This design comes from an exercise in tuning for small area and a short achievable clock period on the open sky130 flow, not from production work. No run shown here included a check of the RTL's function; only the layout flow was run. Power figures rest on the tool's default switching activity, not on a simulated workload.

===== flow/run.sh =====
#!/bin/bash
# Layout: the standard flow, with the port buffers made from the smallest
# buffer cell instead of the one buffer_ports picks by itself. Timing repair
# resizes the ones on critical paths later, as usual.
set -euo pipefail
export BUFFER_PORTS_ARGS="-buffer_cell sky130_fd_sc_hd__buf_1"
bash standard.sh synth > synth.log 2>&1
bash standard.sh > layout.log 2>&1

===== standard.sh =====
#!/bin/bash
# synth_recipe.tcl (not shown) runs the flow's synth.tcl, then flattens the netlist and writes it again
# the make line also repeats each setting of config.mk as NAME=value (left out here)
make -C /OpenROAD-flow-scripts/flow DESIGN_CONFIG=/design/flow/config.mk WORK_HOME=/design/flow/orfs CLKGATE_MAP_FILE= SYNTH_SCRIPT=/design/flow/synth_recipe.tcl "${@:-finish}"

===== config.mk =====
export PLATFORM = sky130hd
export DESIGN_NAME = store_buffer
export DESIGN_NICKNAME = store_buffer
export VERILOG_FILES = /design/flow/design.v
export SDC_FILE = /design/flow/constraint.sdc
export NUM_CORES = 4
export LEC_CHECK = 0
export CAP_MARGIN = 20
export CORE_MARGIN = 2
export CORE_UTILIZATION = 35
export CTS_BUF_LIST = sky130_fd_sc_hd__clkbuf_16
export CTS_CLUSTER_DIAMETER = 120
export CTS_CLUSTER_SIZE = 25
export PLACE_DENSITY = 0.5
export SETUP_SLACK_MARGIN = 3.4
export SLEW_MARGIN = 20
export SYNTH_HIERARCHICAL = 1
export TNS_END_PERCENT = 2

===== constraint.sdc =====
create_clock -name core_clock -period 10.0 [get_ports {clk}]
set_input_delay 2.0000 -clock core_clock [delete_from_list [all_inputs] [get_ports {clk}]]
set_output_delay 2.0000 -clock core_clock [all_outputs]
set_load 0.01 [all_outputs]

===== design.v =====
package lsu_pkg;
    localparam int xlen = 32;
    localparam int mask_bits = 4;
    localparam int rob_id_bits = 4;
    localparam int pr_bits = 6;
    typedef enum logic [2:0] {
        load_f3_lb  = 3'b000,
        load_f3_lh  = 3'b001,
        load_f3_lw  = 3'b010,
        load_f3_lbu = 3'b100,
        load_f3_lhu = 3'b101
    } load_funct3_e;
    typedef union packed {
        logic [xlen-1:0]  word;
        logic [3:0][7:0]  bytes;
        logic [1:0][15:0] halves;
    } load_word_u;
endpackage
`timescale 1ns/1ps
module sb_xnor2 (input logic a, b, output logic y);
    assign y = ~(a ^ b);
endmodule
module sb_nand2 (input logic a, b, output logic y);
    assign y = ~(a & b);
endmodule
module sb_nand4 (input logic a, b, c, d, output logic y);
    assign y = ~(a & b & c & d);
endmodule
module sb_nor2 (input logic a, b, output logic y);
    assign y = ~(a | b);
endmodule
module sb_and2 (input logic a, b, output logic y);
    assign y = a & b;
endmodule
module sb_a22oi (input logic a1, a2, b1, b2, output logic y);
    assign y = ~((a1 & a2) | (b1 & b2));
endmodule
module sb_a21o (input logic a1, a2, b1, output logic y);
    assign y = (a1 & a2) | b1;
endmodule
module sb_a221o (input logic a1, a2, b1, b2, c1, output logic y);
    assign y = (a1 & a2) | (b1 & b2) | c1;
endmodule
module sb_o21a (input logic a1, a2, b1, output logic y);
    assign y = (a1 | a2) & b1;
endmodule
module sb_a22o (input logic a1, a2, b1, b2, output logic y);
    assign y = (a1 & a2) | (b1 & b2);
endmodule
module sb_nand3 (input logic a, b, c, output logic y);
    assign y = ~(a & b & c);
endmodule
module sb_a211o (input logic a1, a2, b1, c1, output logic y);
    assign y = (a1 & a2) | b1 | c1;
endmodule
module sb_hold #(
    parameter int w = 1
) (
    input  logic         en,
    input  logic         hold,
    input  logic [w-1:0] d,
    input  logic [w-1:0] q,
    output logic [w-1:0] y
);
    for (genvar k = 0; k < w; k++) begin : g_bit
        sb_a22o i_m (.a1(en), .a2(d[k]), .b1(hold), .b2(q[k]), .y(y[k]));
    end
endmodule
module sb_and3 (input logic a, b, c, output logic y);
    assign y = a & b & c;
endmodule
module sb_a222oi (input logic a1, a2, b1, b2, c1, c2, output logic y);
    assign y = ~((a1 & a2) | (b1 & b2) | (c1 & c2));
endmodule
module sb_sel8 (
    input  logic [7:0] sel,
    input  logic [7:0] d,
    output logic       y
);
    logic [2:0] t;
    sb_a222oi i_t0 (.a1(sel[0]), .a2(d[0]), .b1(sel[1]), .b2(d[1]), .c1(sel[2]), .c2(d[2]), .y(t[0]));
    sb_a222oi i_t1 (.a1(sel[3]), .a2(d[3]), .b1(sel[4]), .b2(d[4]), .c1(sel[5]), .c2(d[5]), .y(t[1]));
    sb_a22oi  i_t2 (.a1(sel[6]), .a2(d[6]), .b1(sel[7]), .b2(d[7]), .y(t[2]));
    sb_nand3  i_y  (.a(t[0]), .b(t[1]), .c(t[2]), .y(y));
endmodule
`timescale 1ns/1ps
module sb_entry_cmp (
    input  logic [29:0] entry_addr,
    input  logic [29:0] addr,
    output logic        eq_c,
    output logic        eq_l
);
    logic [31:0] x;      
    logic [7:0]  g;      
    logic [3:0]  h;      
    logic [1:0]  k;      
    for (genvar j = 0; j < 30; j++) begin : g_bit
        sb_xnor2 i_x (.a(entry_addr[j]), .b(addr[j]), .y(x[j]));
    end
    assign x[31:30] = 2'b11;
    for (genvar j = 0; j < 8; j++) begin : g_g
        if (j < 7) begin : g_n4
            sb_nand4 i_g (.a(x[4*j]), .b(x[4*j+1]), .c(x[4*j+2]), .d(x[4*j+3]), .y(g[j]));
        end else begin : g_n2
            sb_nand2 i_g (.a(x[28]), .b(x[29]), .y(g[j]));
        end
    end
    for (genvar j = 0; j < 4; j++) begin : g_h
        sb_nor2 i_h (.a(g[2*j]), .b(g[2*j+1]), .y(h[j]));
    end
    for (genvar j = 0; j < 2; j++) begin : g_k
        sb_nand2 i_k (.a(h[2*j]), .b(h[2*j+1]), .y(k[j]));
    end
    sb_nor2 i_eq_c (.a(k[0]), .b(k[1]), .y(eq_c));
    sb_nor2 i_eq_l (.a(k[0]), .b(k[1]), .y(eq_l));
endmodule
module sb_cover #(
    parameter int sq_depth = 8
) (
    input  logic [sq_depth-1:0]      eq,
    input  logic [sq_depth-1:0]      valid,
    input  logic [sq_depth-1:0][3:0] live,
    output logic [3:0]               none
);
    logic [3:0][7:0] u;      
    logic [3:0][1:0] p;      
    for (genvar b = 0; b < 4; b++) begin : g_lane
        for (genvar i = 0; i < 8; i++) begin : g_entry
            sb_nand3 i_u (.a(eq[i]), .b(live[i][b]), .c(valid[i]), .y(u[b][i]));
        end
        sb_nand4 i_p0 (.a(u[b][0]), .b(u[b][1]), .c(u[b][2]), .d(u[b][3]), .y(p[b][0]));
        sb_nand4 i_p1 (.a(u[b][4]), .b(u[b][5]), .c(u[b][6]), .d(u[b][7]), .y(p[b][1]));
        sb_nor2  i_n  (.a(p[b][0]), .b(p[b][1]), .y(none[b]));
    end
endmodule
module sb_miss (
    input  logic [3:0] none,
    input  logic [3:0] load_mask,
    output logic       fwd_full,
    output logic       fwd_miss
);
    logic [1:0] r;       
    sb_a22oi i_r0 (.a1(load_mask[0]), .a2(none[0]), .b1(load_mask[1]), .b2(none[1]), .y(r[0]));
    sb_a22oi i_r1 (.a1(load_mask[2]), .a2(none[2]), .b1(load_mask[3]), .b2(none[3]), .y(r[1]));
    sb_nand2 i_miss (.a(r[0]), .b(r[1]), .y(fwd_miss));
    sb_and2  i_full (.a(r[0]), .b(r[1]), .y(fwd_full));
endmodule
`timescale 1ns/1ps
module dcache_arbiter #(
    parameter int aw = 30
) (
    input  logic          load_head,
    input  logic [3:0]    fwd_full,      
    input  logic [3:0]    fwd_miss,
    input  logic          busy,
    input  logic          sq_nonempty,
    input  logic [aw-1:0] load_addr,
    input  logic [3:0]    load_mask,
    input  logic [aw-1:0] head_addr,
    input  logic [3:0]    head_mask,
    output logic          load_req,
    output logic [aw-1:0] req_addr,
    output logic [3:0]    rmask,
    output logic [3:0]    wmask
);
    logic [3:0] sel_load, sel_head;    
    logic [3:0] rmask_q, wmask_q;
    assign rmask_q = load_mask & {4{!busy && load_head}};
    assign wmask_q = head_mask & {4{!busy && sq_nonempty}};
    for (genvar c = 0; c < 4; c++) begin : g_sel
        sb_and2  i_l (.a(load_head), .b(fwd_miss[c]), .y(sel_load[c]));
        sb_nand2 i_h (.a(load_head), .b(fwd_miss[c]), .y(sel_head[c]));
    end
    assign load_req = sel_load[3];
    for (genvar k = 0; k < aw; k++) begin : g_addr
        sb_a22o i_a (.a1(load_addr[k]), .a2(sel_load[k/10]), .b1(head_addr[k]), .b2(sel_head[k/10]),
                     .y(req_addr[k]));
    end
    for (genvar k = 0; k < 4; k++) begin : g_mask
        sb_and2 i_r (.a(rmask_q[k]), .b(fwd_miss[3]), .y(rmask[k]));
        sb_o21a i_w (.a1(!load_head), .a2(fwd_full[3]), .b1(wmask_q[k]), .y(wmask[k]));
    end
endmodule
`timescale 1ns/1ps
module sb_lane #(
    parameter int sq_depth = 8
) (
    input  logic [sq_depth-1:0]      eq,
    input  logic [sq_depth-1:0]      valid,
    input  logic [sq_depth-1:0]      live,
    input  logic [sq_depth-1:0][7:0] data,
    input  logic [7:0]               cache,
    input  logic                     cache_sel,
    output logic [7:0]               merged
);
    logic [1:0][sq_depth-1:0] hit;
    for (genvar i = 0; i < sq_depth; i++) begin : g_hit
        sb_and3 i_h0 (.a(eq[i]), .b(live[i]), .c(valid[i]), .y(hit[0][i]));
        sb_and3 i_h1 (.a(eq[i]), .b(live[i]), .c(valid[i]), .y(hit[1][i]));
    end
    for (genvar k = 0; k < 8; k++) begin : g_bit
        logic [7:0] n;
        logic [1:0] p;
        for (genvar i = 0; i < 8; i++) begin : g_entry
            sb_nand2 i_n (.a(data[i][k]), .b(hit[k/4][i]), .y(n[i]));
        end
        sb_nand4 i_p0 (.a(n[0]), .b(n[1]), .c(n[2]), .d(n[3]), .y(p[0]));
        sb_nand4 i_p1 (.a(n[4]), .b(n[5]), .c(n[6]), .d(n[7]), .y(p[1]));
        sb_a211o i_m  (.a1(cache[k]), .a2(cache_sel), .b1(p[0]), .c1(p[1]), .y(merged[k]));
    end
endmodule
module sb_ext (
    input  logic [3:0] top_bits,
    input  logic [3:0] sel,
    output logic       ext
);
    assign ext = |(top_bits & sel);
endmodule
module load_align #(
    parameter int sq_depth = 8
) (
    input  logic [sq_depth-1:0]       eq,
    input  logic [sq_depth-1:0]       valid,
    input  logic [sq_depth-1:0][3:0]  live,
    input  logic [sq_depth-1:0][31:0] data,
    input  logic [31:0]               cache_rdata,
    input  logic [3:0]                cache_sel,
    input  logic [1:0]                addr_low,
    input  logic [2:0]                funct3,
    output logic [31:0]               result
);
    logic [31:0] merged;
    logic [3:0][sq_depth-1:0]      lane_live;
    logic [3:0][sq_depth-1:0][7:0] lane_data;
    for (genvar b = 0; b < 4; b++) begin : g_lane
        for (genvar i = 0; i < sq_depth; i++) begin : g_entry
            assign lane_live[b][i] = live[i][b];
            assign lane_data[b][i] = data[i][8*b +: 8];
        end
        sb_lane #(.sq_depth(sq_depth)) i_lane (
            .eq      (eq),
            .valid   (valid),
            .live    (lane_live[b]),
            .data    (lane_data[b]),
            .cache   (cache_rdata[8*b +: 8]),
            .cache_sel (cache_sel[b]),
            .merged  (merged[8*b +: 8])
        );
    end
    logic is_word, is_half, is_byte, sign_ext;
    logic [1:0] lo_sel, sign_lane;
    logic [3:0] lo_oh, sign_sel;
    logic       s1, s3, sx;
    assign is_word   = funct3[1];
    assign is_half   = !funct3[1] && funct3[0];
    assign is_byte   = !funct3[1] && !funct3[0];
    assign sign_ext  = !funct3[2];
    assign lo_sel    = is_word ? 2'b00 : (is_half ? {addr_low[1], 1'b0} : addr_low);
    assign lo_oh     = 4'b0001 << lo_sel;
    assign sign_lane = is_half ? {addr_low[1], 1'b1} : lo_sel;
    assign sign_sel  = (sign_ext && !is_word) ? (4'b0001 << sign_lane) : 4'b0000;
    assign s1        = is_word || (is_half && !addr_low[1]);
    assign s3        = is_half && addr_low[1];
    assign sx        = is_byte;
    logic [3:1] ext;
    for (genvar k = 1; k < 4; k++) begin : g_ext
        sb_ext i_ext (
            .top_bits ({merged[31], merged[23], merged[15], merged[7]}),
            .sel      (sign_sel),
            .ext      (ext[k])
        );
    end
    for (genvar k = 0; k < 8; k++) begin : g_res
        logic [3:0] t;
        for (genvar l = 0; l < 4; l++) begin : g_lo
            sb_nand2 i_t (.a(lo_oh[l]), .b(merged[8*l+k]), .y(t[l]));
        end
        sb_nand4 i_r0 (.a(t[0]), .b(t[1]), .c(t[2]), .d(t[3]), .y(result[k]));
        logic u0, u1, u2;
        sb_nand2 i_u0 (.a(s1), .b(merged[8+k]),  .y(u0));
        sb_nand2 i_u1 (.a(s3), .b(merged[24+k]), .y(u1));
        sb_nand2 i_u2 (.a(sx), .b(ext[1]),       .y(u2));
        sb_nand3 i_r1 (.a(u0), .b(u1), .c(u2), .y(result[8+k]));
        sb_a22o  i_r2 (.a1(is_word), .a2(merged[16+k]), .b1(!is_word), .b2(ext[2]), .y(result[16+k]));
        sb_a22o  i_r3 (.a1(is_word), .a2(merged[24+k]), .b1(!is_word), .b2(ext[3]), .y(result[24+k]));
    end
endmodule
`timescale 1ns/1ps
module store_buffer #(
    parameter int sq_depth = 8
) (
    input  logic                            clk,
    input  logic                            rst,
    input  logic                            rob_flush,
    input  logic                            lsq_valid,
    input  logic                            lsq_ready,
    input  logic                            lsq_is_load,
    input  logic [lsu_pkg::xlen-1:0]        lsq_addr,
    input  logic [lsu_pkg::mask_bits-1:0]   lsq_mask,
    input  logic [lsu_pkg::xlen-1:0]        lsq_wdata,
    input  lsu_pkg::load_funct3_e           lsq_funct3,
    input  logic [lsu_pkg::rob_id_bits-1:0] lsq_rob_id,
    input  logic [lsu_pkg::pr_bits-1:0]     lsq_pr_dest,
    input  logic [lsu_pkg::rob_id_bits-1:0] rob_head_id,
    output logic                            lsq_dequeue,
    output logic [lsu_pkg::xlen-1:0]        dcache_addr,
    output logic [lsu_pkg::mask_bits-1:0]   dcache_rmask,
    output logic [lsu_pkg::mask_bits-1:0]   dcache_wmask,
    output logic [lsu_pkg::xlen-1:0]        dcache_wdata,
    input  logic [lsu_pkg::xlen-1:0]        dcache_rdata,
    input  logic                            dcache_resp,
    output logic                            cdb_valid,
    output logic [lsu_pkg::rob_id_bits-1:0] cdb_rob_id,
    output logic [lsu_pkg::pr_bits-1:0]     cdb_pr_dest,
    output logic [lsu_pkg::xlen-1:0]        cdb_result,
    output logic                            store_done
);
    localparam int aw       = lsu_pkg::xlen - 2;
    logic [sq_depth-1:0][aw-1:0] q_addr;
    logic [sq_depth-1:0][3:0]    q_mask;
    logic [sq_depth-1:0][31:0]   q_data;
    logic [sq_depth-1:0][3:0]    q_live;
    logic [sq_depth-1:0]         q_valid;    
    logic [sq_depth-1:0]         head_oh;    
    localparam int ew = aw + 4 + 32 + 4;     
    logic [sq_depth-1:0][ew-1:0] q_ent;
    logic busy;         
    logic busy_load;    
    logic stale;        
    logic sq_full, sq_nonempty;
    assign sq_full     = q_valid[sq_depth-1];
    assign sq_nonempty = q_valid[0];
    assign head_oh     = q_valid & ~(q_valid >> 1);
    logic head_ok, is_store, store_accept, load_head;
    assign head_ok      = lsq_valid && lsq_ready;
    assign is_store     = head_ok && !lsq_is_load;
    assign load_head    = head_ok && lsq_is_load;
    assign store_accept = is_store && (lsq_rob_id == rob_head_id) && !sq_full;
    logic [sq_depth-1:0]      eq_c, eq_l;
    logic [4:0]               fwd_full, fwd_miss;     
    logic [3:0]               fwd_none;
    for (genvar i = 0; i < sq_depth; i++) begin : g_entry
        sb_entry_cmp i_cmp (
            .entry_addr (q_addr[i]),
            .addr       (lsq_addr[lsu_pkg::xlen-1:2]),
            .eq_c       (eq_c[i]),
            .eq_l       (eq_l[i])
        );
    end
    sb_cover #(.sq_depth(sq_depth)) i_cover (
        .eq    (eq_c),
        .valid (q_valid),
        .live  (q_live),
        .none (fwd_none)
    );
    for (genvar c = 0; c < 5; c++) begin : g_miss
        sb_miss i_miss (
            .none      (fwd_none),
            .load_mask (lsq_mask),
            .fwd_full  (fwd_full[c]),
            .fwd_miss  (fwd_miss[c])
        );
    end
    logic load_req, issue_load, issue_store, resp_ok;
    logic [aw-1:0] req_addr;
    assign issue_load  = !busy && load_req;
    assign issue_store = !busy && !load_req && sq_nonempty;
    assign resp_ok     = busy && dcache_resp && !stale;
    logic sq_pop;
    assign sq_pop = resp_ok && !busy_load;
    always_ff @(posedge clk) begin
        if (rst) begin
            busy <= 1'b0;
        end else if (!busy) begin
            busy <= issue_load || issue_store;
        end else if (dcache_resp) begin
            busy <= 1'b0;
        end
    end
    logic [3:0] none_q;
    always_ff @(posedge clk) begin
        if (!busy) begin
            busy_load <= load_req;
            none_q    <= fwd_none;
        end
    end
    always_ff @(posedge clk) begin
        if (rst) begin
            stale <= 1'b0;
        end else if (rob_flush) begin
            stale <= 1'b1;
        end else if (dcache_resp) begin
            stale <= 1'b0;
        end
    end
    logic [aw-1:0] head_addr;
    logic [3:0]    head_mask;
    logic [31:0]   head_data;
    logic [aw+4+32-1:0][sq_depth-1:0] head_in;
    logic [aw+4+32-1:0]               head_q;
    for (genvar i = 0; i < sq_depth; i++) begin : g_head_in
        for (genvar k = 0; k < aw + 36; k++) begin : g_bit
            assign head_in[k][i] = q_ent[i][ew-1-(aw+36-1)+k];
        end
    end
    for (genvar k = 0; k < aw + 36; k++) begin : g_head
        sb_sel8 i_sel (.sel(head_oh), .d(head_in[k]), .y(head_q[k]));
    end
    assign {head_addr, head_mask, head_data} = head_q;
    dcache_arbiter #(.aw(aw)) i_arb (
        .load_head   (load_head),
        .fwd_full    (fwd_full[3:0]),
        .fwd_miss    (fwd_miss[3:0]),
        .busy        (busy),
        .sq_nonempty (sq_nonempty),
        .load_addr   (lsq_addr[lsu_pkg::xlen-1:2]),
        .load_mask   (lsq_mask),
        .head_addr   (head_addr),
        .head_mask   (head_mask),
        .load_req    (load_req),
        .req_addr    (req_addr),
        .rmask       (dcache_rmask),
        .wmask       (dcache_wmask)
    );
    assign dcache_addr  = {req_addr, 2'b00};
    assign dcache_wdata = head_data;
    always_ff @(posedge clk) begin
        if (rst) begin
            q_valid <= '0;
        end else begin
            case ({store_accept, sq_pop})
                2'b10:   q_valid <= {q_valid[sq_depth-2:0], 1'b1};
                2'b01:   q_valid <= q_valid >> 1;
                default: q_valid <= q_valid;
            endcase
        end
    end
    logic [sq_depth-1:0][ew-1:0] q_shift, q_next;
    logic                        accept_n;
    assign accept_n = !store_accept;
    for (genvar i = 0; i < sq_depth; i++) begin : g_ent
        assign q_ent[i] = {q_addr[i], q_mask[i], q_data[i], q_live[i]};
        if (i == 0) begin : g_in
            assign q_shift[i] = {lsq_addr[lsu_pkg::xlen-1:2], lsq_mask, lsq_wdata, lsq_mask};
        end else begin : g_up
            assign q_shift[i] = {q_addr[i-1], q_mask[i-1], q_data[i-1],
                                 q_live[i-1] & ~({4{eq_l[i-1]}} & lsq_mask)};
        end
        sb_hold #(.w(ew)) i_hold (
            .en   (store_accept),
            .hold (accept_n),
            .d    (q_shift[i]),
            .q    (q_ent[i]),
            .y    (q_next[i])
        );
    end
    always_ff @(posedge clk) begin
        for (int i = 0; i < sq_depth; i++) begin
            {q_addr[i], q_mask[i], q_data[i], q_live[i]} <= q_next[i];
        end
    end
    load_align #(.sq_depth(sq_depth)) i_align (
        .eq          (eq_l),
        .valid       (q_valid),
        .live        (q_live),
        .data        (q_data),
        .cache_rdata (dcache_rdata),
        .cache_sel   (none_q & {4{resp_ok && busy_load}}),
        .addr_low    (lsq_addr[1:0]),
        .funct3      (lsq_funct3),
        .result      (cdb_result)
    );
    assign cdb_valid   = (load_head && fwd_full[4]) || (resp_ok && busy_load);
    assign cdb_rob_id  = lsq_rob_id;
    assign cdb_pr_dest = lsq_pr_dest;
    assign store_done  = store_accept;
    assign lsq_dequeue = store_accept || cdb_valid;
endmodule

==> summary.txt, run 1 <==
Clocking
  • Cts hold-fix bufs: 0
  • Htree depth: 1
  • Clock slew seen by the registers of the worst setup and hold paths: 0.10 ns
  • Clock latency on the worst-skew pair: 0.61 ns
  • CTS Buffer Depth: 3
  • CTS tree: done
  • Clk root buf: clkbuf_16
  • CTS Sinks: 575
  • CTS buffer count: 27

STA
  • Fmax: between 0.15 and 0.2 GHz
  • Final slew viol count: 0
  • Final Hold Fails: 0
  • Worst-Margin Slew: 1.17 ns
  • Worst relative slew slack: 22.1%
  • Setup tns final: 0 ns
  • Final Setup Violations: 0
  • Period utilization: roughly two thirds
  • Fin crit period: 6.57 ns
  • Worst clock skew: around 0.019 ns
  • RSZ-0062 raised after global routing: true
  • PnR worst setup slack: about 3.4 ns

Cells and area
  • Nets: 2929
  • Register area: roughly 0.012 mm^2
  • Layout cells sized above 1: approximately 13%
  • Area grow syn2layout: 15.3%
  • Fillers: 7209
  • Commonest non-fill, non-tap cell in the layout: a22o_1
  • Multi-input logic area: 0.0149 mm^2
  • Final core occ: ~41%
  • Most frequent cells in the layout: a22o_1 (606), dfxtp_1 (569), nand2_1 (323)

Die
  • DIE AREA: between 0.07 and 0.08 mm^2
  • Die Y: 276 um
  • Starting Density: 35.4%
  • Num rows: 99
  • Core ar.: around 0.073 mm^2
  • I/O pin count: around 240
  • Die width: 276 um

Global routing
  • Initial antenna violation count: 4
  • Global-route usage over all layers: about a quarter
  • First-pass GRT wire length: 141000 um
  • Total global routing overflow: 0
  • Number of global-route vias before repair: 22388
  • Largest net degree at the start of global routing: 197

Detailed routing
  • Avg Vias per Cell: 6.30
  • Final ANT Viol Nets: 0
  • 1st-iter DRT viols: around 2900
  • Drt total wl: 95400 um
  • DRC viols: 0
  • Drt wl/cell: 25.3 um
  • DRT Pass-1 Iters: 19
  • Via count: 23736

Setup path
  • Worst path arrival time: ~4.6 ns
  • Worst path required time: 8.00 ns
  • CP Launch Type: input port
  • Crit path kind: in -> out
  • Worst setup EP type: output port
  • Crit-path max FO: 10

Flow run
  • Total of max-cap violations: 0

Pwr
  • Clk network pwr share: between 30% and 40%
  • Leak Pwr: 0.0108 uW
  • Total power: 4080 uW
  • Power Dens Cells: 137 mW/mm^2
  • Sw power: 1040 uW
  • Seq pwr share: roughly three fifths
  • Comb pwr share: around 7.8%
  • Maximum VDD drop: 103 uV
  • P_int: 3040 uW
  • Switching portion of total power: about a quarter

Synthesis
  • Ys Warns: 7
  • Synth Area per Inst: roughly 10 um^2
  • Synthesized cell area: approximately 0.026 mm^2
  • Syn Inst Count: 2511

Hold path
  • Worst min-delay path category: reg -> reg

Place
  • Final RePlAce weighted congestion: 0.875
  • # port buffers: 226
  • Post-placement setup slack: 2.20 ns
  • Dpl hpwl: 61300 um

Run status
  • Status: finished clean
routing by layer:
layer	part of all wire [%]	track usage, %	up-vias
met5	0.045	0	-
met2	46	38.4	932
met3	6.5	2.84	155
met1	44	33.2	11964
li1	-	-	10677
met4	3.1	7.31	8
worst paths after layout:
| path | slack, ns | endpoint | cells past startpoint | startpoint |
|---|---|---|---|---|
| setup / recovery | 3.43 | cdb_result[2] | 15 | lsq_addr[4] |
| hold / removal | 0.51 | q_mask[29] | 1 | q_mask[29] |
| setup reg to reg | 5.04 | q_data[19] | 10 | q_valid[7] |
| hold reg to reg | 0.51 | q_mask[29] | 1 | q_mask[29] |
final cells by class:
class                   count  share of cell area [%]
multi-input cells        1917                    49.9
clock buffers              28                    2.35
well taps                 959                    4.02
repair buffers            277                    4.70
flip-flops and latches    575                    38.8
inverters                   6                  0.0755
diodes                      1                 0.00839
clock inverters             6                   0.126
state kept, by name (all words and copies together) (netlist names):
signal,count
q_addr,240
none_q,4
q_data,256
busy,1
q_valid,8
stale,1
q_mask,32
q_live,32
busy_load,1
timing repair:
item                                    in CTS  in global routing
endpoints found under the setup margin      72                 66
pin swaps                                    8                 35
gates resized for setup                    108                143
cloned                                       1                  1
setup buffers                               14                  9
power groups by stage:
stage | Sequential [uW] | Clock [uW] | Combinational [uW]
global placement | 2530 | 0 | 291
CTS | 2480 | 1310 | 302
global route | 2500 | 1390 | 342
detailed placement | 2530 | 0 | 295
floorplan | 2500 | 0 | 198
finish | 2490 | 1270 | 317
through the flow:
stage                     cells  area, um^2  hold slack [ns]
after floorplan            2512       25900            0.459
after global routing       3768       29800            0.529
after CTS                  3758       29200            0.509
final                      3769       29800            0.507
after detailed placement   3709       28100            0.478
after global placement     3709       28100            0.473
critical path, stage by stage:
cell	delay, ns
buf_4	0.17
xnor2_2	0.18
nand4_1	0.21
nor2_4	0.25
nand2_4	0.12
nor2_4	0.22
buf_8	0.19
buf_4	0.12
and3_2	0.24
nand2_1	0.07
nand4_1	0.11
a211o_1	0.25
nand2_1	0.09
nand4_1	0.15
buf_1	0.17
==> inputs of run 2 (changes only) <==
--- a/design.v
+++ b/design.v
@@ -83,21 +83,25 @@
     sb_a22oi  i_t2 (.a1(sel[6]), .a2(d[6]), .b1(sel[7]), .b2(d[7]), .y(t[2]));
     sb_nand3  i_y  (.a(t[0]), .b(t[1]), .c(t[2]), .y(y));
 endmodule
+module sb_and4 (input logic a, b, c, d, output logic y);
+    assign y = a & b & c & d;
+endmodule
+module sb_o22ai (input logic a1, a2, b1, b2, output logic y);
+    assign y = ~((a1 | a2) & (b1 | b2));
+endmodule
 `timescale 1ns/1ps
 module sb_entry_cmp (
     input  logic [29:0] entry_addr,
     input  logic [29:0] addr,
-    output logic        eq_c,
-    output logic        eq_l
+    output logic        neq_c,
+    output logic        neq_l
 );
-    logic [31:0] x;      
+    logic [29:0] x;      
     logic [7:0]  g;      
     logic [3:0]  h;      
-    logic [1:0]  k;      
     for (genvar j = 0; j < 30; j++) begin : g_bit
         sb_xnor2 i_x (.a(entry_addr[j]), .b(addr[j]), .y(x[j]));
     end
-    assign x[31:30] = 2'b11;
     for (genvar j = 0; j < 8; j++) begin : g_g
         if (j < 7) begin : g_n4
             sb_nand4 i_g (.a(x[4*j]), .b(x[4*j+1]), .c(x[4*j+2]), .d(x[4*j+3]), .y(g[j]));
@@ -108,42 +112,38 @@
     for (genvar j = 0; j < 4; j++) begin : g_h
         sb_nor2 i_h (.a(g[2*j]), .b(g[2*j+1]), .y(h[j]));
     end
-    for (genvar j = 0; j < 2; j++) begin : g_k
-        sb_nand2 i_k (.a(h[2*j]), .b(h[2*j+1]), .y(k[j]));
-    end
-    sb_nor2 i_eq_c (.a(k[0]), .b(k[1]), .y(eq_c));
-    sb_nor2 i_eq_l (.a(k[0]), .b(k[1]), .y(eq_l));
+    sb_nand4 i_neq_c (.a(h[0]), .b(h[1]), .c(h[2]), .d(h[3]), .y(neq_c));
+    sb_nand4 i_neq_l (.a(h[0]), .b(h[1]), .c(h[2]), .d(h[3]), .y(neq_l));
 endmodule
 module sb_cover #(
     parameter int sq_depth = 8
 ) (
-    input  logic [sq_depth-1:0]      eq,
-    input  logic [sq_depth-1:0]      valid,
-    input  logic [sq_depth-1:0][3:0] live,
-    output logic [3:0]               none
+    input  logic [sq_depth-1:0]      neq,
+    input  logic [sq_depth-1:0][3:0] nlv,
+    output logic [3:0][1:0]          none
 );
-    logic [3:0][7:0] u;      
-    logic [3:0][1:0] p;      
+    logic [3:0][3:0] p;      
     for (genvar b = 0; b < 4; b++) begin : g_lane
-        for (genvar i = 0; i < 8; i++) begin : g_entry
-            sb_nand3 i_u (.a(eq[i]), .b(live[i][b]), .c(valid[i]), .y(u[b][i]));
+        for (genvar j = 0; j < 4; j++) begin : g_pair
+            sb_o22ai i_p (.a1(neq[2*j]), .a2(nlv[2*j][b]), .b1(neq[2*j+1]), .b2(nlv[2*j+1][b]),
+                          .y(p[b][j]));
         end
-        sb_nand4 i_p0 (.a(u[b][0]), .b(u[b][1]), .c(u[b][2]), .d(u[b][3]), .y(p[b][0]));
-        sb_nand4 i_p1 (.a(u[b][4]), .b(u[b][5]), .c(u[b][6]), .d(u[b][7]), .y(p[b][1]));
-        sb_nor2  i_n  (.a(p[b][0]), .b(p[b][1]), .y(none[b]));
+        sb_nor2 i_n0 (.a(p[b][0]), .b(p[b][1]), .y(none[b][0]));
+        sb_nor2 i_n1 (.a(p[b][2]), .b(p[b][3]), .y(none[b][1]));
     end
 endmodule
 module sb_miss (
-    input  logic [3:0] none,
-    input  logic [3:0] load_mask,
-    output logic       fwd_full,
-    output logic       fwd_miss
+    input  logic [3:0][1:0] none,
+    input  logic [3:0]      load_mask,
+    output logic            fwd_full,
+    output logic            fwd_miss
 );
-    logic [1:0] r;       
-    sb_a22oi i_r0 (.a1(load_mask[0]), .a2(none[0]), .b1(load_mask[1]), .b2(none[1]), .y(r[0]));
-    sb_a22oi i_r1 (.a1(load_mask[2]), .a2(none[2]), .b1(load_mask[3]), .b2(none[3]), .y(r[1]));
-    sb_nand2 i_miss (.a(r[0]), .b(r[1]), .y(fwd_miss));
-    sb_and2  i_full (.a(r[0]), .b(r[1]), .y(fwd_full));
+    logic [3:0] v;       
+    for (genvar b = 0; b < 4; b++) begin : g_lane
+        sb_nand3 i_v (.a(load_mask[b]), .b(none[b][0]), .c(none[b][1]), .y(v[b]));
+    end
+    sb_nand4 i_miss (.a(v[0]), .b(v[1]), .c(v[2]), .d(v[3]), .y(fwd_miss));
+    sb_and4  i_full (.a(v[0]), .b(v[1]), .c(v[2]), .d(v[3]), .y(fwd_full));
 endmodule
 `timescale 1ns/1ps
 module dcache_arbiter #(
@@ -185,9 +185,8 @@
 module sb_lane #(
     parameter int sq_depth = 8
 ) (
-    input  logic [sq_depth-1:0]      eq,
-    input  logic [sq_depth-1:0]      valid,
-    input  logic [sq_depth-1:0]      live,
+    input  logic [sq_depth-1:0]      neq,
+    input  logic [sq_depth-1:0]      nlv,
     input  logic [sq_depth-1:0][7:0] data,
     input  logic [7:0]               cache,
     input  logic                     cache_sel,
@@ -195,8 +194,8 @@
 );
     logic [1:0][sq_depth-1:0] hit;
     for (genvar i = 0; i < sq_depth; i++) begin : g_hit
-        sb_and3 i_h0 (.a(eq[i]), .b(live[i]), .c(valid[i]), .y(hit[0][i]));
-        sb_and3 i_h1 (.a(eq[i]), .b(live[i]), .c(valid[i]), .y(hit[1][i]));
+        sb_nor2 i_h0 (.a(neq[i]), .b(nlv[i]), .y(hit[0][i]));
+        sb_nor2 i_h1 (.a(neq[i]), .b(nlv[i]), .y(hit[1][i]));
     end
     for (genvar k = 0; k < 8; k++) begin : g_bit
         logic [7:0] n;
@@ -219,9 +218,8 @@
 module load_align #(
     parameter int sq_depth = 8
 ) (
-    input  logic [sq_depth-1:0]       eq,
-    input  logic [sq_depth-1:0]       valid,
-    input  logic [sq_depth-1:0][3:0]  live,
+    input  logic [sq_depth-1:0]       neq,
+    input  logic [sq_depth-1:0][3:0]  nlv,
     input  logic [sq_depth-1:0][31:0] data,
     input  logic [31:0]               cache_rdata,
     input  logic [3:0]                cache_sel,
@@ -230,17 +228,16 @@
     output logic [31:0]               result
 );
     logic [31:0] merged;
-    logic [3:0][sq_depth-1:0]      lane_live;
+    logic [3:0][sq_depth-1:0]      lane_nlv;
     logic [3:0][sq_depth-1:0][7:0] lane_data;
     for (genvar b = 0; b < 4; b++) begin : g_lane
         for (genvar i = 0; i < sq_depth; i++) begin : g_entry
-            assign lane_live[b][i] = live[i][b];
+            assign lane_nlv[b][i] = nlv[i][b];
             assign lane_data[b][i] = data[i][8*b +: 8];
         end
         sb_lane #(.sq_depth(sq_depth)) i_lane (
-            .eq      (eq),
-            .valid   (valid),
-            .live    (lane_live[b]),
+            .neq     (neq),
+            .nlv     (lane_nlv[b]),
             .data    (lane_data[b]),
             .cache   (cache_rdata[8*b +: 8]),
             .cache_sel (cache_sel[b]),
@@ -336,26 +333,33 @@
     assign is_store     = head_ok && !lsq_is_load;
     assign load_head    = head_ok && lsq_is_load;
     assign store_accept = is_store && (lsq_rob_id == rob_head_id) && !sq_full;
-    logic [sq_depth-1:0]      eq_c, eq_l;
+    logic [sq_depth-1:0]      neq_c, neq_l;      
+    logic [sq_depth-1:0][3:0] nlv;               
     logic [4:0]               fwd_full, fwd_miss;     
+    logic [3:0][1:0]          fwd_none_h;
     logic [3:0]               fwd_none;
     for (genvar i = 0; i < sq_depth; i++) begin : g_entry
         sb_entry_cmp i_cmp (
             .entry_addr (q_addr[i]),
             .addr       (lsq_addr[lsu_pkg::xlen-1:2]),
-            .eq_c       (eq_c[i]),
-            .eq_l       (eq_l[i])
+            .neq_c      (neq_c[i]),
+            .neq_l      (neq_l[i])
         );
     end
     sb_cover #(.sq_depth(sq_depth)) i_cover (
-        .eq    (eq_c),
-        .valid (q_valid),
-        .live  (q_live),
-        .none (fwd_none)
+        .neq   (neq_c),
+        .nlv   (nlv),
+        .none  (fwd_none_h)
     );
+    for (genvar i = 0; i < sq_depth; i++) begin : g_nlv
+        assign nlv[i] = ~(q_live[i] & {4{q_valid[i]}});
+    end
+    for (genvar b = 0; b < 4; b++) begin : g_none
+        assign fwd_none[b] = fwd_none_h[b][0] & fwd_none_h[b][1];
+    end
     for (genvar c = 0; c < 5; c++) begin : g_miss
         sb_miss i_miss (
-            .none      (fwd_none),
+            .none      (fwd_none_h),
             .load_mask (lsq_mask),
             .fwd_full  (fwd_full[c]),
             .fwd_miss  (fwd_miss[c])
@@ -444,7 +448,7 @@
             assign q_shift[i] = {lsq_addr[lsu_pkg::xlen-1:2], lsq_mask, lsq_wdata, lsq_mask};
         end else begin : g_up
             assign q_shift[i] = {q_addr[i-1], q_mask[i-1], q_data[i-1],
-                                 q_live[i-1] & ~({4{eq_l[i-1]}} & lsq_mask)};
+                                 q_live[i-1] & ~({4{!neq_l[i-1]}} & lsq_mask)};
         end
         sb_hold #(.w(ew)) i_hold (
             .en   (store_accept),
@@ -460,9 +464,8 @@
         end
     end
     load_align #(.sq_depth(sq_depth)) i_align (
-        .eq          (eq_l),
-        .valid       (q_valid),
-        .live        (q_live),
+        .neq         (neq_l),
+        .nlv         (nlv),
         .data        (q_data),
         .cache_rdata (dcache_rdata),
         .cache_sel   (none_q & {4{resp_ok && busy_load}}),
==> flow/run.sh (replaced) <==
#!/bin/bash
# Layout: the standard flow with two changes to how cells are picked.
#  - The port buffers use the smallest buffer cell instead of the one
#    buffer_ports picks by itself; timing repair resizes the critical ones.
#  - Slow wide OR/NOR cells (three or four series PMOS) are added to the
#    platform's don't-use list, so mapping and repair build the wide ORs of
#    the forwarding logic from NAND/AOI stages instead.
set -euo pipefail
export BUFFER_PORTS_ARGS="-buffer_cell sky130_fd_sc_hd__buf_1"
plat=$(make -s -C "$FLOW_HOME" DESIGN_CONFIG="$PWD/config.mk" WORK_HOME="$PWD/orfs" \
       print-DONT_USE_CELLS 2> print_dont_use.log | sed -n 's/^DONT_USE_CELLS: //p')
slow=""
for c in or3_1 or3_2 or3_4 or3b_1 or3b_2 or3b_4 or4_1 or4_2 or4_4 or4b_1 or4b_2 or4b_4 \
         or4bb_1 or4bb_2 or4bb_4 nor4_1 nor4_2 nor4_4 nor4b_1 nor4b_2 nor4b_4 nor4bb_1 \
         nor4bb_2 nor4bb_4 a2111o_1 a2111o_2 a2111o_4 a2111oi_0 a2111oi_1 a2111oi_2 \
         a2111oi_4 o2111a_1 o2111a_2 o2111a_4 o2111ai_1 o2111ai_2 o2111ai_4; do
  slow="$slow sky130_fd_sc_hd__$c"
done
echo "DONT_USE_CELLS=$plat$slow" > dont_use.txt
bash standard.sh "DONT_USE_CELLS=$plat$slow" synth > synth.log 2>&1
bash standard.sh "DONT_USE_CELLS=$plat$slow" finish > layout.log 2>&1
==> run 2 against run 1 <==
Combinational power is essentially flat. Wire length grew 1.7%. Sequential share of layout area increased by 0.34 points. Flip-flop and latch count unchanged. Clock-buffer cell count is 1 lower. Non-clock buffer count grew 8. Setup slack got worse by 0.042 ns. Design area decreased by 0.88%. Fmax is 0.63% lower. Die area fell by 0.35%. Global-route usage rose by 0.59 points. Cell count is 0.77% higher. Largest cell class unchanged.
==> summary.txt, run 2 <==
Setup path
  • Crit-path max FO: 10
  • Worst setup EP type: output port
  • FF-to-FF path depth: 7
  • Terminus of the critical flop-to-flop path: q_live[11]
  • CP Launch Type: input port
  • Reg2reg start: q_valid[7]
  • Crit path to: cdb_result[1]
  • CP startpoint: lsq_addr[2]
  • Worst path required time: 8.00 ns
  • Worst path arrival time: 4.61 ns
  • Crit path kind: in -> out
  • Reg2Reg Setup Slack: 5.15 ns

Detailed routing
  • Drt total wl: 97000 um
  • Drt wl/cell: 25.6 um
  • Final ANT Viol Nets: 0
  • 1st-iter DRT viols: a little over 3000
  • DRC viols: 0
  • Avg Vias per Cell: 6.25
  • Via count: 23737
  • DRT Pass-1 Iters: 9

Die
  • DIE AREA: 0.0758 mm^2
  • Die Y: between 200 and 300 um
  • Die width: 275 um
  • Num rows: 99
  • Starting Density: 35.3%
  • I/O pin count: about 240
  • Core ar.: roughly 0.073 mm^2

Synthesis
  • Ys Warns: 7
  • Synthesized cell area: 0.0258 mm^2
  • Syn Inst Count: 2536
  • Synth Area per Inst: 10.2 um^2

STA
  • PnR worst setup slack: around 3.4 ns
  • Fmax: ~0.15 GHz
  • Worst-Margin Slew: 1.14 ns
  • Hold Slack: 0.487 ns
  • Period utilization: 66.1%
  • Worst clock skew: approximately 0.016 ns
  • Final slew viol count: 0
  • Final Setup Violations: 0
  • Fin crit period: 6.61 ns
  • RSZ-0062 raised after global routing: true
  • Worst relative slew slack: between 20 and 25%
  • Final Hold Fails: 0
  • Setup tns final: 0 ns

Global routing
  • Global-route usage over all layers: 24.4%
  • Number of global-route vias before repair: 22329
  • Total global routing overflow: 0
  • Initial antenna violation count: 6
  • First-pass GRT wire length: 143000 um
  • Largest net degree at the start of global routing: 201

Cells and area
  • Area grow syn2layout: 14.7%
  • Post-Layout Cell Count: 3798
  • Layout cells sized above 1: 11.6%
  • Most frequent cells in the layout: a22o_1 (606), dfxtp_1 (569), nand2_1 (353)
  • Nets: 2957
  • Commonest non-fill, non-tap cell in the layout: a22o_1
  • Max FFs per register: 256
  • Final core occ: 40.5%
  • Fillers: 7115

Clocking
  • Cts hold-fix bufs: 0
  • CTS tree: done
  • Clk root buf: clkbuf_16
  • CTS Sinks: around 580
  • CTS Buffer Depth: 3
  • Clock latency on the worst-skew pair: 0.62 ns
  • CTS buffer count: 27
  • Htree depth: 1
  • Clock slew seen by the registers of the worst setup and hold paths: 0.10 ns

Pwr
  • Maximum VDD drop: 117 uV
  • Leak Pwr: 0.0103 uW
  • Power Dens Cells: around 140 mW/mm^2

Flow run
  • Total of max-cap violations: 0

Hold path
  • Worst min-delay path category: reg -> reg
  • Hold Path Depth: 1

Place
  • Dpl hpwl: 63100 um
  • Dpl cells: 3726
  • Post-placement setup slack: roughly 2.0 ns
  • Final RePlAce weighted congestion: 0.892
  • # port buffers: about 230

Run status
  • Status: finished clean
-- run 2: repair_timing --
| action | CTS | global route |
|---|---|---|
| setup buffers | 30 | 3 |
| setup endpoints to repair | 72 | 62 |
| gates cloned | 0 | 2 |
| resized for setup | 89 | 103 |
| pin swaps | 18 | 23 |
-- run 2: worst max-delay path: stages --
cell	delay (ns)
buf_4	0.18
xnor2_1	0.22
nand4_1	0.25
nor2_4	0.20
nand4_1	0.12
buf_4	0.18
buf_12	0.13
buf_4	0.16
nor2_2	0.23
nand2_1	0.08
nand4_1	0.11
a211o_1	0.28
nand2_1	0.14
nand4_1	0.15
buf_1	0.18
-- run 2: cell type report --
| class | count | area (um^2) | share of cell area [%] |
|---|---|---|---|
| clock inverter | 6 | 41.3 | 0.140 |
| antenna | 3 | 7.51 | 0.0254 |
| inverter | 13 | 48.8 | 0.165 |
| sequential | 575 | 11600 | 39.1 |
| multi-input combinational | 1930 | 14600 | 49.3 |
| tap | 959 | 1200 | 4.06 |
| timing repair buffer | 285 | 1460 | 4.92 |
| clock buffer | 27 | 676 | 2.29 |
-- run 2: report_power, final --
part | leakage (uW) | total [uW] | switching [uW] | internal (uW)
Combinational | 0.00531 | 315 | 164 | 150
Clock | 0.000360 | 1260 | 769 | 492
Sequential | 0.00465 | 2480 | 101 | 2380
Total | 0.0103 | 4050 | 1030 | 3020
-- run 2: how the worst min path moves through the flow --
stage / slack (ns) / endpoint / from
2_1_floorplan: 0.44 / q_live[28] / q_live[28]
3_3_place_gp: 0.46 / q_live[30] / q_live[30]
3_5_place_dp: 0.46 / q_live[28] / q_live[28]
4_1_cts: 0.49 / q_live[28] / q_live[28]
5_1_grt: 0.49 / q_live[29] / q_live[29]
6_report: 0.49 / q_live[28] / q_live[28]
-- run 2: metal layers --
layer | wire (um) | up-vias | track usage (%) | share of wire, %
met5 | 23 | - | 0 | 0.024
met4 | 2900 | 4 | 7.88 | 3.0
met3 | 7560 | 156 | 3.89 | 7.8
met2 | 42200 | 1040 | 36.8 | 43
met1 | 44400 | 11827 | 35.4 | 46
li1 | - | 10710 | - | -
-- run 2: through the flow --
| stage | cell area, um^2 | total power, uW |
|---|---|---|
| after CTS | 29100 | 4080 |
| after global placement | 27900 | 2820 |
| final | 29600 | 4050 |
| after detailed placement | 27900 | 2830 |
| after global routing | 29600 | 4200 |
| after floorplan | 25800 | 2690 |
==> inputs of run 3 (changes only) <==
--- a/design.v
+++ b/design.v
@@ -77,11 +77,12 @@
     input  logic [7:0] d,
     output logic       y
 );
-    logic [2:0] t;
+    logic [3:0] t;
     sb_a222oi i_t0 (.a1(sel[0]), .a2(d[0]), .b1(sel[1]), .b2(d[1]), .c1(sel[2]), .c2(d[2]), .y(t[0]));
     sb_a222oi i_t1 (.a1(sel[3]), .a2(d[3]), .b1(sel[4]), .b2(d[4]), .c1(sel[5]), .c2(d[5]), .y(t[1]));
-    sb_a22oi  i_t2 (.a1(sel[6]), .a2(d[6]), .b1(sel[7]), .b2(d[7]), .y(t[2]));
-    sb_nand3  i_y  (.a(t[0]), .b(t[1]), .c(t[2]), .y(y));
+    sb_nand2  i_t2 (.a(sel[6]), .b(d[6]), .y(t[2]));
+    sb_nand2  i_t3 (.a(sel[7]), .b(d[7]), .y(t[3]));
+    sb_nand4  i_y  (.a(t[0]), .b(t[1]), .c(t[2]), .d(t[3]), .y(y));
 endmodule
 module sb_and4 (input logic a, b, c, d, output logic y);
     assign y = a & b & c & d;
@@ -94,7 +95,8 @@
     input  logic [29:0] entry_addr,
     input  logic [29:0] addr,
     output logic        neq_c,
-    output logic        neq_l
+    output logic [1:0]  neq_l,
+    output logic        neq_k
 );
     logic [29:0] x;      
     logic [7:0]  g;      
@@ -113,7 +115,9 @@
         sb_nor2 i_h (.a(g[2*j]), .b(g[2*j+1]), .y(h[j]));
     end
     sb_nand4 i_neq_c (.a(h[0]), .b(h[1]), .c(h[2]), .d(h[3]), .y(neq_c));
-    sb_nand4 i_neq_l (.a(h[0]), .b(h[1]), .c(h[2]), .d(h[3]), .y(neq_l));
+    sb_nand4 i_neq_l0 (.a(h[0]), .b(h[1]), .c(h[2]), .d(h[3]), .y(neq_l[0]));
+    sb_nand4 i_neq_l1 (.a(h[0]), .b(h[1]), .c(h[2]), .d(h[3]), .y(neq_l[1]));
+    sb_nand4 i_neq_k  (.a(h[0]), .b(h[1]), .c(h[2]), .d(h[3]), .y(neq_k));
 endmodule
 module sb_cover #(
     parameter int sq_depth = 8
@@ -218,7 +222,7 @@
 module load_align #(
     parameter int sq_depth = 8
 ) (
-    input  logic [sq_depth-1:0]       neq,
+    input  logic [1:0][sq_depth-1:0]  neq,       
     input  logic [sq_depth-1:0][3:0]  nlv,
     input  logic [sq_depth-1:0][31:0] data,
     input  logic [31:0]               cache_rdata,
@@ -236,7 +240,7 @@
             assign lane_data[b][i] = data[i][8*b +: 8];
         end
         sb_lane #(.sq_depth(sq_depth)) i_lane (
-            .neq     (neq),
+            .neq     (neq[b/2]),
             .nlv     (lane_nlv[b]),
             .data    (lane_data[b]),
             .cache   (cache_rdata[8*b +: 8]),
@@ -333,7 +337,8 @@
     assign is_store     = head_ok && !lsq_is_load;
     assign load_head    = head_ok && lsq_is_load;
     assign store_accept = is_store && (lsq_rob_id == rob_head_id) && !sq_full;
-    logic [sq_depth-1:0]      neq_c, neq_l;      
+    logic [sq_depth-1:0]      neq_c, neq_k;      
+    logic [1:0][sq_depth-1:0] neq_l;
     logic [sq_depth-1:0][3:0] nlv;               
     logic [4:0]               fwd_full, fwd_miss;     
     logic [3:0][1:0]          fwd_none_h;
@@ -343,7 +348,8 @@
             .entry_addr (q_addr[i]),
             .addr       (lsq_addr[lsu_pkg::xlen-1:2]),
             .neq_c      (neq_c[i]),
-            .neq_l      (neq_l[i])
+            .neq_l      ({neq_l[1][i], neq_l[0][i]}),
+            .neq_k      (neq_k[i])
         );
     end
     sb_cover #(.sq_depth(sq_depth)) i_cover (
@@ -448,7 +454,7 @@
             assign q_shift[i] = {lsq_addr[lsu_pkg::xlen-1:2], lsq_mask, lsq_wdata, lsq_mask};
         end else begin : g_up
             assign q_shift[i] = {q_addr[i-1], q_mask[i-1], q_data[i-1],
-                                 q_live[i-1] & ~({4{!neq_l[i-1]}} & lsq_mask)};
+                                 q_live[i-1] & ~({4{!neq_k[i-1]}} & lsq_mask)};
         end
         sb_hold #(.w(ew)) i_hold (
             .en   (store_accept),
==> run 3 against run 2 <==
Still clean on timing, DRC and antenna. Wire length down 0.54%. Setup slack better by 0.048 ns. Via count is 1.4% higher. First-iteration DRC count rose by 18%. Fmax increased by 0.73%. Critical path type unchanged. Largest cell class unchanged.
==> summary.txt, run 3 <==
Hold path
  • Worst min-delay path category: reg -> reg

Detailed routing
  • DRT Pass-1 Iters: 11
  • DRC viols: 0
  • Final ANT Viol Nets: 0
  • Drt wl/cell: 24.9 um
  • 1st-iter DRT viols: about 3600
  • Drt total wl: 96500 um
  • Avg Vias per Cell: 6.21
  • Via count: around 24000

Global routing
  • Initial antenna violation count: 2
  • Largest net degree at the start of global routing: just over 200
  • Total global routing overflow: 0
  • First-pass GRT wire length: between 100000 and 150000 um
  • Global-route usage over all layers: 24.3%
  • Number of global-route vias before repair: roughly 22000

Pwr
  • Maximum VDD drop: 95.9 uV
  • Power Dens Cells: 137 mW/mm^2
  • Leak Pwr: 0.0102 uW

Place
  • # port buffers: 226
  • Dpl hpwl: 63400 um
  • Post-placement setup slack: 2.42 ns
  • Final RePlAce weighted congestion: ~0.9
  • Cell Area, Placed: 0.0279 mm^2

STA
  • PnR worst setup slack: about 3.4 ns
  • Worst-Margin Slew: 1.27 ns
  • Fmax: 0.152 GHz
  • Fin crit period: between 6 and 7 ns
  • Final Setup Violations: 0
  • RSZ-0062 raised after global routing: true
  • Final Hold Fails: 0
  • Worst relative slew slack: 15.6%
  • Worst clock skew: about 0.014 ns
  • Final slew viol count: 0
  • Period utilization: 65.7%

Flow run
  • Total of max-cap violations: 0

Synthesis
  • Synthesized cell area: 0.0256 mm^2
  • Ys Warns: 7
  • Synth Area per Inst: 9.79 um^2
  • Syn Inst Count: 2617

Setup path
  • Crit-path max FO: 10
  • Worst setup EP type: output port
  • CP Launch Type: input port
  • Crit path kind: in -> out
  • Worst path arrival time: ~4.6 ns
  • Worst path required time: 8.00 ns

Clocking
  • Htree depth: 1
  • CTS buffer count: 26
  • Clock latency on the worst-skew pair: 0.62 ns
  • CTS tree: done
  • CTS Buffer Depth: 3
  • Clock slew seen by the registers of the worst setup and hold paths: 0.10 ns
  • Clk root buf: clkbuf_16
  • CTS Sinks: 575
  • Cts hold-fix bufs: 0

Cells and area
  • Fillers: a little over 7000
  • Multi-input logic area: between 0.01 and 0.015 mm^2
  • Finished Cell Area: 0.0295 mm^2
  • Area grow syn2layout: 15.2%
  • Max FFs per register: 256
  • Nets: 3038
  • Most frequent cells in the layout: a22o_1 (606), dfxtp_1 (569), nand2_1 (485)
  • Layout cells sized above 1: under 10%
  • Register area: 0.0116 mm^2
  • Commonest non-fill, non-tap cell in the layout: a22o_1

Die
  • Die Y: approximately 270 um
  • DIE AREA: around 0.075 mm^2
  • Num rows: slightly below 100
  • Core ar.: 0.0727 mm^2
  • Starting Density: approximately a third
  • Die width: 275 um
  • I/O pin count: 241

Run status
  • Status: finished clean
[run 3: layer usage]
layer	vias up	track usage (%)	wire (um)
li1	10900	-	-
met1	11996	35.3	43600
met2	1023	37.5	43400
met3	148	2.58	6780
met4	2	7.57	2680
met5	-	0	13
[run 3: critical path: stages]
cell	delay, ns
clkbuf_4	0.20
xnor2_1	0.23
nand4_1	0.21
nor2_2	0.28
nand4_1	0.13
buf_4	0.19
nor2_1	0.47
nand2_1	0.13
nand4_1	0.10
a211o_1	0.23
nand2_1	0.09
nand4_1	0.12
buf_1	0.16
[run 3: path summary, 6_finish.rpt]
check / start / to / slack [ns] / depth (start not counted)
hold / removal: q_mask[28] / q_mask[28] / 0.48 / 1
setup reg to reg: q_valid[7] / q_data[153] / 5.86 / 6
setup / recovery: lsq_addr[22] / cdb_result[0] / 3.43 / 13
hold reg to reg: q_mask[28] / q_mask[28] / 0.48 / 1
[run 3: repair_timing]
item                                    CTS  global route
cloned                                    1             2
setup buffers                            26             7
pin swaps                                24            28
resized for setup                       109            95
endpoints found under the setup margin   72            67
[run 3: metrics by stage]
step / hold WS [ns] / total power [uW] / std cells / util (%) / setup TNS (ns)
2_1_floorplan: 0.439 / 2690 / 2618 / - / -3591.13
3_3_place_gp: 0.454 / 2820 / 3806 / 38.2 / 0
3_5_place_dp: 0.453 / 2830 / 3808 / 38.3 / 0
4_1_cts: 0.484 / 4060 / 3864 / 39.9 / 0
5_1_grt: 0.496 / 4200 / 3873 / 40.6 / 0
6_report: 0.482 / 4040 / 3874 / 40.6 / 0
[run 3: power by group]
group	internal [uW]	leakage [uW]	switching, uW
clock	484	0.000343	757
combinational	154	0.00521	166
sequential	2380	0.00465	106
total	3010	0.0102	1030
[run 3: area by class of cell]
class | instances | area share, %
timing repair buffer | 285 | 4.90
clock buffer | 27 | 2.29
tap | 959 | 4.07
clock inverter | 2 | 0.0255
sequential | 575 | 39.2
multi-input combinational | 2012 | 49.3
inverter | 13 | 0.165
antenna | 1 | 0.00848
==> inputs of run 4 (changes only) <==
--- a/design.v
+++ b/design.v
@@ -138,24 +138,24 @@
 endmodule
 module sb_miss (
     input  logic [3:0][1:0] none,
-    input  logic [3:0]      load_mask,
-    output logic            fwd_full,
-    output logic            fwd_miss
+    input  logic [3:0]      load_lanes,
+    output logic            sel_load,
+    output logic            sel_head
 );
     logic [3:0] v;       
     for (genvar b = 0; b < 4; b++) begin : g_lane
-        sb_nand3 i_v (.a(load_mask[b]), .b(none[b][0]), .c(none[b][1]), .y(v[b]));
+        sb_nand3 i_v (.a(load_lanes[b]), .b(none[b][0]), .c(none[b][1]), .y(v[b]));
     end
-    sb_nand4 i_miss (.a(v[0]), .b(v[1]), .c(v[2]), .d(v[3]), .y(fwd_miss));
-    sb_and4  i_full (.a(v[0]), .b(v[1]), .c(v[2]), .d(v[3]), .y(fwd_full));
+    sb_nand4 i_load (.a(v[0]), .b(v[1]), .c(v[2]), .d(v[3]), .y(sel_load));
+    sb_and4  i_head (.a(v[0]), .b(v[1]), .c(v[2]), .d(v[3]), .y(sel_head));
 endmodule
 `timescale 1ns/1ps
 module dcache_arbiter #(
     parameter int aw = 30
 ) (
     input  logic          load_head,
-    input  logic [3:0]    fwd_full,      
-    input  logic [3:0]    fwd_miss,
+    input  logic [3:0]    sel_load,      
+    input  logic [3:0]    sel_head,
     input  logic          busy,
     input  logic          sq_nonempty,
     input  logic [aw-1:0] load_addr,
@@ -167,22 +167,17 @@
     output logic [3:0]    rmask,
     output logic [3:0]    wmask
 );
-    logic [3:0] sel_load, sel_head;    
     logic [3:0] rmask_q, wmask_q;
     assign rmask_q = load_mask & {4{!busy && load_head}};
     assign wmask_q = head_mask & {4{!busy && sq_nonempty}};
-    for (genvar c = 0; c < 4; c++) begin : g_sel
-        sb_and2  i_l (.a(load_head), .b(fwd_miss[c]), .y(sel_load[c]));
-        sb_nand2 i_h (.a(load_head), .b(fwd_miss[c]), .y(sel_head[c]));
-    end
     assign load_req = sel_load[3];
     for (genvar k = 0; k < aw; k++) begin : g_addr
         sb_a22o i_a (.a1(load_addr[k]), .a2(sel_load[k/10]), .b1(head_addr[k]), .b2(sel_head[k/10]),
                      .y(req_addr[k]));
     end
     for (genvar k = 0; k < 4; k++) begin : g_mask
-        sb_and2 i_r (.a(rmask_q[k]), .b(fwd_miss[3]), .y(rmask[k]));
-        sb_o21a i_w (.a1(!load_head), .a2(fwd_full[3]), .b1(wmask_q[k]), .y(wmask[k]));
+        sb_and2 i_r (.a(rmask_q[k]), .b(sel_load[3]), .y(rmask[k]));
+        sb_and2 i_w (.a(wmask_q[k]), .b(sel_head[3]), .y(wmask[k]));
     end
 endmodule
 `timescale 1ns/1ps
@@ -340,7 +335,9 @@
     logic [sq_depth-1:0]      neq_c, neq_k;      
     logic [1:0][sq_depth-1:0] neq_l;
     logic [sq_depth-1:0][3:0] nlv;               
-    logic [4:0]               fwd_full, fwd_miss;     
+    logic [4:0]               sel_load, sel_head;     
+    logic [3:0]               load_lanes;
+    assign load_lanes = lsq_mask & {4{load_head}};
     logic [3:0][1:0]          fwd_none_h;
     logic [3:0]               fwd_none;
     for (genvar i = 0; i < sq_depth; i++) begin : g_entry
@@ -366,9 +363,9 @@
     for (genvar c = 0; c < 5; c++) begin : g_miss
         sb_miss i_miss (
             .none      (fwd_none_h),
-            .load_mask (lsq_mask),
-            .fwd_full  (fwd_full[c]),
-            .fwd_miss  (fwd_miss[c])
+            .load_lanes (load_lanes),
+            .sel_load   (sel_load[c]),
+            .sel_head   (sel_head[c])
         );
     end
     logic load_req, issue_load, issue_store, resp_ok;
@@ -419,8 +416,8 @@
     assign {head_addr, head_mask, head_data} = head_q;
     dcache_arbiter #(.aw(aw)) i_arb (
         .load_head   (load_head),
-        .fwd_full    (fwd_full[3:0]),
-        .fwd_miss    (fwd_miss[3:0]),
+        .sel_load    (sel_load[3:0]),
+        .sel_head    (sel_head[3:0]),
         .busy        (busy),
         .sq_nonempty (sq_nonempty),
         .load_addr   (lsq_addr[lsu_pkg::xlen-1:2]),
@@ -479,7 +476,7 @@
         .funct3      (lsq_funct3),
         .result      (cdb_result)
     );
-    assign cdb_valid   = (load_head && fwd_full[4]) || (resp_ok && busy_load);
+    assign cdb_valid   = (load_head && sel_head[4]) || (resp_ok && busy_load);
     assign cdb_rob_id  = lsq_rob_id;
     assign cdb_pr_dest = lsq_pr_dest;
     assign store_done  = store_accept;
==> run 4 against run 3 <==
Still clean on timing, DRC and antenna. Setup slack got worse by 0.10 ns. Clock-buffer cell count shrank 1. Area after synthesis is essentially flat. Largest power group unchanged. Sequential share of layout area increased by 0.45 points. Wire length rose by 0.68%.
==> summary.txt, run 4 <==
Setup path
  • Crit path kind: in -> out
  • FF-to-FF path depth: 7
  • Critical-path cell list: clkbuf_4, xnor2_1, nand4_1, nor2_4, nand4_1, buf_4, nor2_4, nand2_1, nand4_1, a211o_1, a22oi_1, nand2_2, nand2_1, nand3_1, buf_1
  • Crit-path most repeated cell: nand4_1
  • CP Launch Type: input port
  • Crit-path max FO: 10
  • Reg2Reg Setup Slack: 5.22 ns
  • Reg2reg start: q_valid[7]
  • Crit-path max cell delay: 0.29 ns
  • Crit path max-delay cell type: nand4_1
  • Terminus of the critical flop-to-flop path: q_data[57]
  • Worst path required time: about 8.0 ns
  • Worst path arrival time: ~4.7 ns
  • Worst setup EP type: output port

Global routing
  • Largest net degree at the start of global routing: 198
  • Total global routing overflow: 0
  • Global-route usage over all layers: 24.4%
  • First-pass GRT wire length: 143000 um
  • Number of global-route vias before repair: 22280
  • Initial antenna violation count: 1

Run status
  • Status: finished clean

Flow run
  • Total of max-cap violations: 0

Place
  • # port buffers: 226
  • Cell Area, Placed: 0.0278 mm^2
  • Final RePlAce weighted congestion: 0.927
  • Dpl cells: 3807
  • Dpl hpwl: 64500 um

STA
  • Worst clock skew: 0.0329 ns
  • Fin crit period: between 6 and 7 ns
  • Period utilization: 66.7%
  • Worst-Margin Slew: 1.07 ns
  • Worst relative slew slack: 28.4%
  • RSZ-0062 raised after global routing: true
  • Final Setup Violations: 0
  • Fmax: 0.150 GHz
  • Final slew viol count: 0
  • Final Hold Fails: 0

Die
  • I/O pin count: 241
  • Core ar.: ~0.073 mm^2
  • Starting Density: 35.2%
  • DIE AREA: 0.0754 mm^2
  • Die Y: ~270 um
  • Num rows: 99
  • Die width: 275 um

Synthesis
  • Syn Inst Count: 2618
  • Synthesized cell area: ~0.026 mm^2
  • Ys Warns: 7
  • Synth Area per Inst: roughly 10 um^2

Cells and area
  • Layout cells sized above 1: 7.56%
  • Most frequent cells in the layout: a22o_1 (606), dfxtp_1 (569), nand2_1 (485)
  • Nets: ~3000
  • Post-Layout Cell Count: 3873
  • Finished Cell Area: 0.0292 mm^2
  • Area grow syn2layout: 13.8%
  • Commonest non-fill, non-tap cell in the layout: a22o_1
  • Fillers: 7178
  • Max FFs per register: ~260

Pwr
  • P_int: 3010 uW
  • Clk network pwr share: between 30% and 40%
  • Seq pwr share: 61.2%
  • Leak Pwr: 0.0101 uW
  • Switching portion of total power: 25.9%
  • Comb pwr share: 8.5%
  • Power Dens Cells: roughly 140 mW/mm^2
  • Total power: 4060 uW
  • Sw power: around 1000 uW
  • Maximum VDD drop: 121 uV

Clocking
  • Clk root buf: clkbuf_16
  • Htree depth: 1
  • Clock slew seen by the registers of the worst setup and hold paths: ~0.1 ns
  • Cts hold-fix bufs: 0
  • Clock latency on the worst-skew pair: around 0.63 ns
  • CTS tree: done
  • CTS Sinks: 575
  • CTS buffer count: 26
  • CTS Buffer Depth: 3

Detailed routing
  • Drt total wl: 97200 um
  • 1st-iter DRT viols: about 3400
  • Final ANT Viol Nets: 0
  • DRT Pass-1 Iters: 10
  • Via count: 24085
  • DRC viols: 0
  • Avg Vias per Cell: 6.22
  • Drt wl/cell: 25.1 um

Hold path
  • Hold endpoint: q_live[28]
  • Worst min-delay path category: reg -> reg
  • Hold_sp: q_live[28]
  • Hold Path Depth: 1
run 4: power by group through the flow:
| stage | Clock [uW] | Sequential, uW | Combinational, uW |
|---|---|---|---|
| 6_report | 1230 | 2480 | 346 |
| 3_3_place_gp | 0 | 2530 | 325 |
| 3_5_place_dp | 0 | 2530 | 328 |
| 5_1_grt | 1340 | 2500 | 372 |
| 4_1_cts | 1270 | 2480 | 339 |
| 2_1_floorplan | 0 | 2500 | 215 |
run 4: layout make-up:
cell class | instances | area, um^2 | area share [%]
clock inverters | 3 | 23.8 | 0.0815
well taps | 959 | 1200 | 4.11
repair buffers | 286 | 1370 | 4.70
flip-flops and latches | 575 | 11600 | 39.7
clock buffers | 26 | 651 | 2.23
inverters | 12 | 45.0 | 0.154
multi-input cells | 2009 | 14300 | 49.0
diodes | 3 | 7.51 | 0.0257
run 4: what timing repair did:
| item | in CTS | in global routing |
|---|---|---|
| gates resized for setup | 101 | 51 |
| buffers inserted | 29 | 5 |
| endpoints found under the setup margin | 72 | 69 |
| gates cloned | 0 | 0 |
| pin swaps | 23 | 13 |
run 4: worst max path at each step:
| stage | end | start | cells past startpoint | slack, ns |
|---|---|---|---|---|
| global placement | dcache_addr[14] | lsq_addr[13] | 11 | 2.30 |
| floorplan | q_valid[0] | rob_head_id[3] | 7 | -8.01 |
| global route | cdb_result[15] | lsq_addr[29] | 15 | 3.27 |
| CTS | cdb_result[1] | lsq_addr[29] | 14 | 3.30 |
| finish | cdb_result[15] | lsq_addr[20] | 15 | 3.33 |
| detailed placement | dcache_addr[14] | lsq_addr[17] | 11 | 2.25 |
run 4: per-stage QoR:
step           setup TNS [ns]  hold slack (ns)  setup WS, ns  util (%)
2_1_floorplan        -3590.75            0.439         -8.01         -
3_3_place_gp                0            0.454          2.30      38.2
3_5_place_dp                0            0.454          2.25      38.2
4_1_cts                     0            0.485          3.30      39.8
5_1_grt                     0            0.493          3.27      40.1
6_report                    0            0.481          3.33      40.1
run 4: layer usage:
layer	up-vias	wire, um	global-route usage (%)
li1	10896	-	-
met1	11953	43500	35.0
met2	1069	43900	38.2
met3	167	7070	2.79
met4	0	2740	7.42
met5	-	0	0
run 4: worst max-delay path: cells and delay by family:
kind | cells | cell delay [ns]
AND/OR/NAND/NOR | 9 | 1.45
AO/OA/AOI/OAI | 2 | 0.38
XOR/XNOR | 1 | 0.26
buffers and inverters | 3 | 0.58

[afterwards: timing with drivers on the ports]
The flow's constraints put no driver on any port. The routed layouts listed below were extracted and timed again, unchanged, in two steps.
Step 1 sets driving cells, clkbuf_16 on the clock port and buf_2 on the other inputs (assumed; they add their load-dependent delay and slew).
Step 2, shift: input delay + t, output delay - t, t = (earliest + latest rising clock arrival at the registers) / 2. This alone moves slack from input paths to output paths.
Three values: ideal ports, drivers, drivers and shift; two values: the first two.
| run | t (ns) | setup WS [ns] | hold slack, ns | worst setup path at the end |
|---|---|---|---|---|
| run 1 | 0.669 | 3.427 / 3.401 / 3.401 | 0.507 / 0.507 / 0.507 | input to output |
| run 2 | 0.664 | 3.385 / 3.348 / 3.348 | 0.487 / 0.487 / 0.487 | input to output |
| run 3 | 0.670 | 3.433 / 3.413 / 3.413 | 0.482 / 0.482 / 0.482 | input to output |
| run 4 | 0.680 | 3.332 / 3.309 / 3.309 | 0.481 / 0.481 / 0.481 | input to output |
After both steps setup and hold are still met in every run listed. The setup slack of run 2, which loses most, moves by -0.037 ns with the drivers and by -0.037 ns with both steps.
